This is an optimization exercise on Yosys and OpenROAD, whose aim is small area, not a production implementation.
At most, simulation tests tie the RTL to the original design; equivalence was not proved.
Power is estimated from default activity; no workload was simulated.

==> flow/design.v <==
package cov_mon_pkg;
  localparam int Q_W = 23;                      
  localparam int R_W = 10;
  localparam logic [Q_W-1:0] Q_SAT = 23'd4294967;
  localparam logic [R_W-1:0] R_SAT = 10'd295;
  localparam logic [R_W-1:0] R_TOP = 10'd999;
  localparam logic [15:0] WDOG_LIMIT = 16'd50000;
endpackage
module cov_stall_channel (
  input  logic        clock,
  input  logic        reset,
  input  logic        en,
  input  logic        clr,
  input  logic        step_q,      
  input  logic        snz_q,       
  input  logic [29:0] cov_i,
  input  logic        mask_i,
  output logic        stall_i,
  output logic        zero_o,      
  output logic [22:0] q_o,         
  output logic [9:0]  r_o
);
  logic [29:0] snap_q;
  logic [22:0] pq_q, cq;
  logic [9:0]  pr_q, cr;
  logic        zero_q;
  logic        chg, sat, wrap, inc;
  assign sat  = ((pq_q & cov_mon_pkg::Q_SAT) == cov_mon_pkg::Q_SAT) &&
                ((pr_q & cov_mon_pkg::R_SAT) == cov_mon_pkg::R_SAT);
  assign wrap = (pr_q & cov_mon_pkg::R_TOP) == cov_mon_pkg::R_TOP;
  assign inc  = step_q & ~sat;
  always_comb begin
    cq = pq_q;
    cr = pr_q;
    if (zero_q) begin
      cq = '0;
      cr = '0;
    end else if (inc) begin
      if (wrap) begin
        cr = '0;
        cq = pq_q + 1'b1;
      end else begin
        cr = pr_q + 1'b1;
      end
    end
  end
  assign chg = snz_q ? (|cov_i) : (cov_i != snap_q);
  always_ff @(posedge clock) begin
    if (clr | en) snap_q <= cov_i;
  end
  always_ff @(posedge clock) begin
    if (!reset) begin
      pq_q   <= '0;
      pr_q   <= '0;
      zero_q <= 1'b1;
    end else begin
      pq_q   <= cq;
      pr_q   <= cr;
      zero_q <= clr | (en & chg);
    end
  end
  logic gt;
  always_comb begin
    gt = inc & wrap;
    for (int i = 0; i < 11; i++)
      gt = (pq_q[i] & ~cov_i[19+i]) | (~(pq_q[i] ^ cov_i[19+i]) & gt);
  end
  assign stall_i = mask_i & ~zero_q & ((|pq_q[22:11]) | gt);
  assign zero_o  = zero_q;
  assign q_o     = pq_q;
  assign r_o     = pr_q;
endmodule
module cov_stall_monitor (
  input  logic         clock,
  input  logic         reset,
  input  logic         en,
  input  logic [119:0] cov,
  input  logic [3:0]   ch_mask,
  input  logic         done,
  input  logic         irq_ack,
  output logic         irq,
  output logic [4:0]   irq_cause,
  output logic [31:0]  stall_cnt_max
);
  logic        fired_q, drain_q;
  logic [4:0]  cause_q;
  logic [15:0] wdog_q;
  logic        step_q;
  logic        snz_q;    
  logic [5:0]  ge_q;
  logic [3:0]  stall, zero;
  logic [22:0] q [4];
  logic [9:0]  r [4];
  logic        ack_ok, clr, wd_hit, idle, hold_end;
  assign idle   = ~fired_q & ~drain_q;
  assign ack_ok = en & fired_q & irq_ack;
  assign clr    = done | ack_ok;
  assign wd_hit = (wdog_q & cov_mon_pkg::WDOG_LIMIT) == cov_mon_pkg::WDOG_LIMIT;
  assign hold_end = &wdog_q[3:0];
  for (genvar i = 0; i < 4; i++) begin : g_ch
    cov_stall_channel u_ch (
      .clock   (clock),
      .reset   (reset),
      .en      (en),
      .clr     (clr),
      .step_q  (step_q),
      .snz_q   (snz_q),
      .cov_i   (cov[i*30 +: 30]),
      .mask_i  (ch_mask[i]),
      .stall_i (stall[i]),
      .zero_o  (zero[i]),
      .q_o     (q[i]),
      .r_o     (r[i])
    );
  end
  logic [3:0] top;
  assign top[0] =  ge_q[0] &  ge_q[1] &  ge_q[2];
  assign top[1] = ~ge_q[0] &  ge_q[3] &  ge_q[4];
  assign top[2] = ~ge_q[1] & ~ge_q[3] &  ge_q[5];
  assign top[3] = ~ge_q[2] & ~ge_q[4] & ~ge_q[5];
  logic [22:0] q_m;
  logic [9:0]  r_m;
  always_comb begin
    q_m = '0;
    r_m = '0;
    for (int i = 0; i < 4; i++) begin
      q_m = q_m | ({23{top[i]}} & q[i]);
      r_m = r_m | ({10{top[i]}} & r[i]);
    end
  end
  logic [28:0] hi;
  assign hi = 29'({q_m, r_m[9:3]}) - 29'({q_m, 1'b0}) - 29'(q_m);
  logic [5:0] ge_d;
  assign ge_d[0] = zero[1] | (~zero[0] & ge_q[0]);
  assign ge_d[1] = zero[2] | (~zero[0] & ge_q[1]);
  assign ge_d[2] = zero[3] | (~zero[0] & ge_q[2]);
  assign ge_d[3] = zero[2] | (~zero[1] & ge_q[3]);
  assign ge_d[4] = zero[3] | (~zero[1] & ge_q[4]);
  assign ge_d[5] = zero[3] | (~zero[2] & ge_q[5]);
  always_ff @(posedge clock) begin
    if (!reset) begin
      fired_q <= 1'b0;
      drain_q <= 1'b0;
      cause_q <= '0;
      wdog_q  <= '0;
      step_q  <= 1'b0;
      snz_q   <= 1'b1;
      ge_q    <= '1;
    end else begin
      step_q <= en;
      if (clr | en) snz_q <= 1'b0;
      ge_q   <= ge_d;
      if (clr) wdog_q <= '0;
      else if (en) begin
        if (drain_q) wdog_q <= hold_end ? 16'd0 : wdog_q + 1'b1;
        else if (!wd_hit) wdog_q <= wdog_q + 1'b1;
      end
      if (done) begin
        fired_q <= 1'b0;
        drain_q <= 1'b0;
        cause_q <= '0;
      end else if (en) begin
        if (idle) begin
          if ((|stall) || wd_hit) begin
            fired_q <= 1'b1;
            cause_q <= {wd_hit, stall};
          end
        end else if (fired_q) begin
          if (irq_ack) begin
            fired_q <= 1'b0;
            drain_q <= 1'b1;
          end
        end else begin
          if (hold_end) drain_q <= 1'b0;
        end
      end
    end
  end
  assign irq           = fired_q;
  assign irq_cause     = cause_q;
  assign stall_cnt_max = {hi, r_m[2:0]};
endmodule
Settings: LEC_CHECK=0, CAP_MARGIN=20, CORE_MARGIN=2, CORE_UTILIZATION=40, SLEW_MARGIN=20; clock period 8.5 ns.
standard.sh (not shown) runs the stock make flow with config.mk's settings and CLKGATE_MAP_FILE= SYNTH_SCRIPT=/design/flow/synth_recipe.tcl, a recipe that flattens the netlist after the stock synthesis.
==> flow/flow/run.sh <==
#!/bin/bash
# Standard layout (the standard.sh) with these changes:
#  - synthesis maps the logic with an area-oriented ABC script (flow/area.abc) in place of
#    ORFS's speed script; everything else in the synthesis (registers included) is unchanged;
#  - no full/half-adder cell extraction before ABC (ABC maps the arithmetic);
#  - the port buffers are the smallest buffer cell;
#  - clock tree: small clock buffers in small clusters, no dummy loads.
# ORFS writes each step's full log under orfs/logs/; make's own output goes to standard_own.log.
set -euo pipefail
W=$PWD
cp config.mk config_own.mk
cat >> config_own.mk <<'EOC'
export ADDER_MAP_FILE =
export BUFFER_PORTS_ARGS = -buffer_cell sky130_fd_sc_hd__buf_1
export CTS_ARGS = -sink_clustering_enable -repair_clock_nets -dont_use_dummy_load -buf_list sky130_fd_sc_hd__clkbuf_8 -sink_clustering_size 20 -sink_clustering_max_diameter 60
EOC
{
  echo 'proc abc {args} {'
  echo '  set i [lsearch $args -script]'
  echo "  if {\$i >= 0} { set args [lreplace \$args \$i [expr {\$i + 1}] -script $W/flow/area.abc] }"
  echo '  yosys abc {*}$args'
  echo '}'
  cat synth_recipe.tcl
} > synth_own.tcl
sed -e "s#DESIGN_CONFIG=[^ ]*#DESIGN_CONFIG=$W/config_own.mk#" \
    -e "s#SYNTH_SCRIPT=[^ ]*#SYNTH_SCRIPT=$W/synth_own.tcl#" standard.sh > standard_own.sh
grep -q "config_own.mk" standard_own.sh
grep -q "synth_own.tcl" standard_own.sh
bash standard_own.sh > standard_own.log 2>&1
==> flow/flow/area.abc <==
strash
&get -n
&fraig -x
&put
scorr
dc2
strash
&get -n
&dch -f
&nf -a -E 1000 -R 1000
&put
The first run completed and failed the layout checks on negative setup slack.
==> next run, changes <==
--- a/flow/design.v
+++ b/flow/design.v
@@ -87,8 +87,9 @@
   logic [15:0] wdog_q;
   logic        step_q;
   logic        snz_q;    
   logic [5:0]  ge_q;
+  logic [3:0]  top_q;
   logic [3:0]  stall, zero;
   logic [22:0] q [4];
   logic [9:0]  r [4];
   logic        ack_ok, clr, wd_hit, idle, hold_end;
@@ -112,13 +113,10 @@
       .q_o     (q[i]),
       .r_o     (r[i])
     );
   end
-  logic [3:0] top;
-  assign top[0] =  ge_q[0] &  ge_q[1] &  ge_q[2];
-  assign top[1] = ~ge_q[0] &  ge_q[3] &  ge_q[4];
-  assign top[2] = ~ge_q[1] & ~ge_q[3] &  ge_q[5];
-  assign top[3] = ~ge_q[2] & ~ge_q[4] & ~ge_q[5];
+  logic [3:0] top, top_d;
+  assign top = top_q;
   logic [22:0] q_m;
   logic [9:0]  r_m;
   always_comb begin
     q_m = '0;
@@ -136,8 +134,12 @@
   assign ge_d[2] = zero[3] | (~zero[0] & ge_q[2]);
   assign ge_d[3] = zero[2] | (~zero[1] & ge_q[3]);
   assign ge_d[4] = zero[3] | (~zero[1] & ge_q[4]);
   assign ge_d[5] = zero[3] | (~zero[2] & ge_q[5]);
+  assign top_d[0] =  ge_d[0] &  ge_d[1] &  ge_d[2];
+  assign top_d[1] = ~ge_d[0] &  ge_d[3] &  ge_d[4];
+  assign top_d[2] = ~ge_d[1] & ~ge_d[3] &  ge_d[5];
+  assign top_d[3] = ~ge_d[2] & ~ge_d[4] & ~ge_d[5];
   always_ff @(posedge clock) begin
     if (!reset) begin
       fired_q <= 1'b0;
       drain_q <= 1'b0;
@@ -145,12 +147,14 @@
       wdog_q  <= '0;
       step_q  <= 1'b0;
       snz_q   <= 1'b1;
       ge_q    <= '1;
+      top_q   <= 4'b0001;
     end else begin
       step_q <= en;
       if (clr | en) snz_q <= 1'b0;
       ge_q   <= ge_d;
+      top_q  <= top_d;
       if (clr) wdog_q <= '0;
       else if (en) begin
         if (drain_q) wdog_q <= hold_end ? 16'd0 : wdog_q + 1'b1;
         else if (!wd_hit) wdog_q <= wdog_q + 1'b1;
With this change the flow finished with timing, DRC and antenna clean; non-clock buffer count is lower by 31; setup slack is better by 570 ps; wire length is lower by 2.9%; power is higher by 0.88%; synthesized area is higher by 1.4%.
The RTL of the first run of this note was laid out without a check of its function.

port drivers added, routing unchanged:
The flow's constraints put no driver on any port. The routed layouts listed below were extracted and timed again, unchanged, in two steps. Step 1 sets driving cells, clkbuf_16 on the clock port and buf_2 on the other inputs (assumed; they add their load-dependent delay and slew). Step 2 times the ports against the registers' clock, not the clock port: input delays grow and output delays shrink by t, the midpoint of the rising clock arrivals with the driver on. a / b / c = ideal / step 1 / step 2; a / b = the first two.
| run | t (ns) | setup slack, ns | worst hold slack (ns) | worst register clock-pin slew, ns | worst data-port slew with drivers (ns) |
|---|---|---|---|---|---|
| the first run | 0.624 | -0.157 / -0.204 / 0.420 | 0.459 / 0.459 / 0.459 | 0.12 / 0.12 | 0.05 |
| the second run | 0.622 | 0.418 / 0.374 / 0.996 | 0.484 / 0.484 / 0.484 | 0.12 / 0.12 | 0.08 |
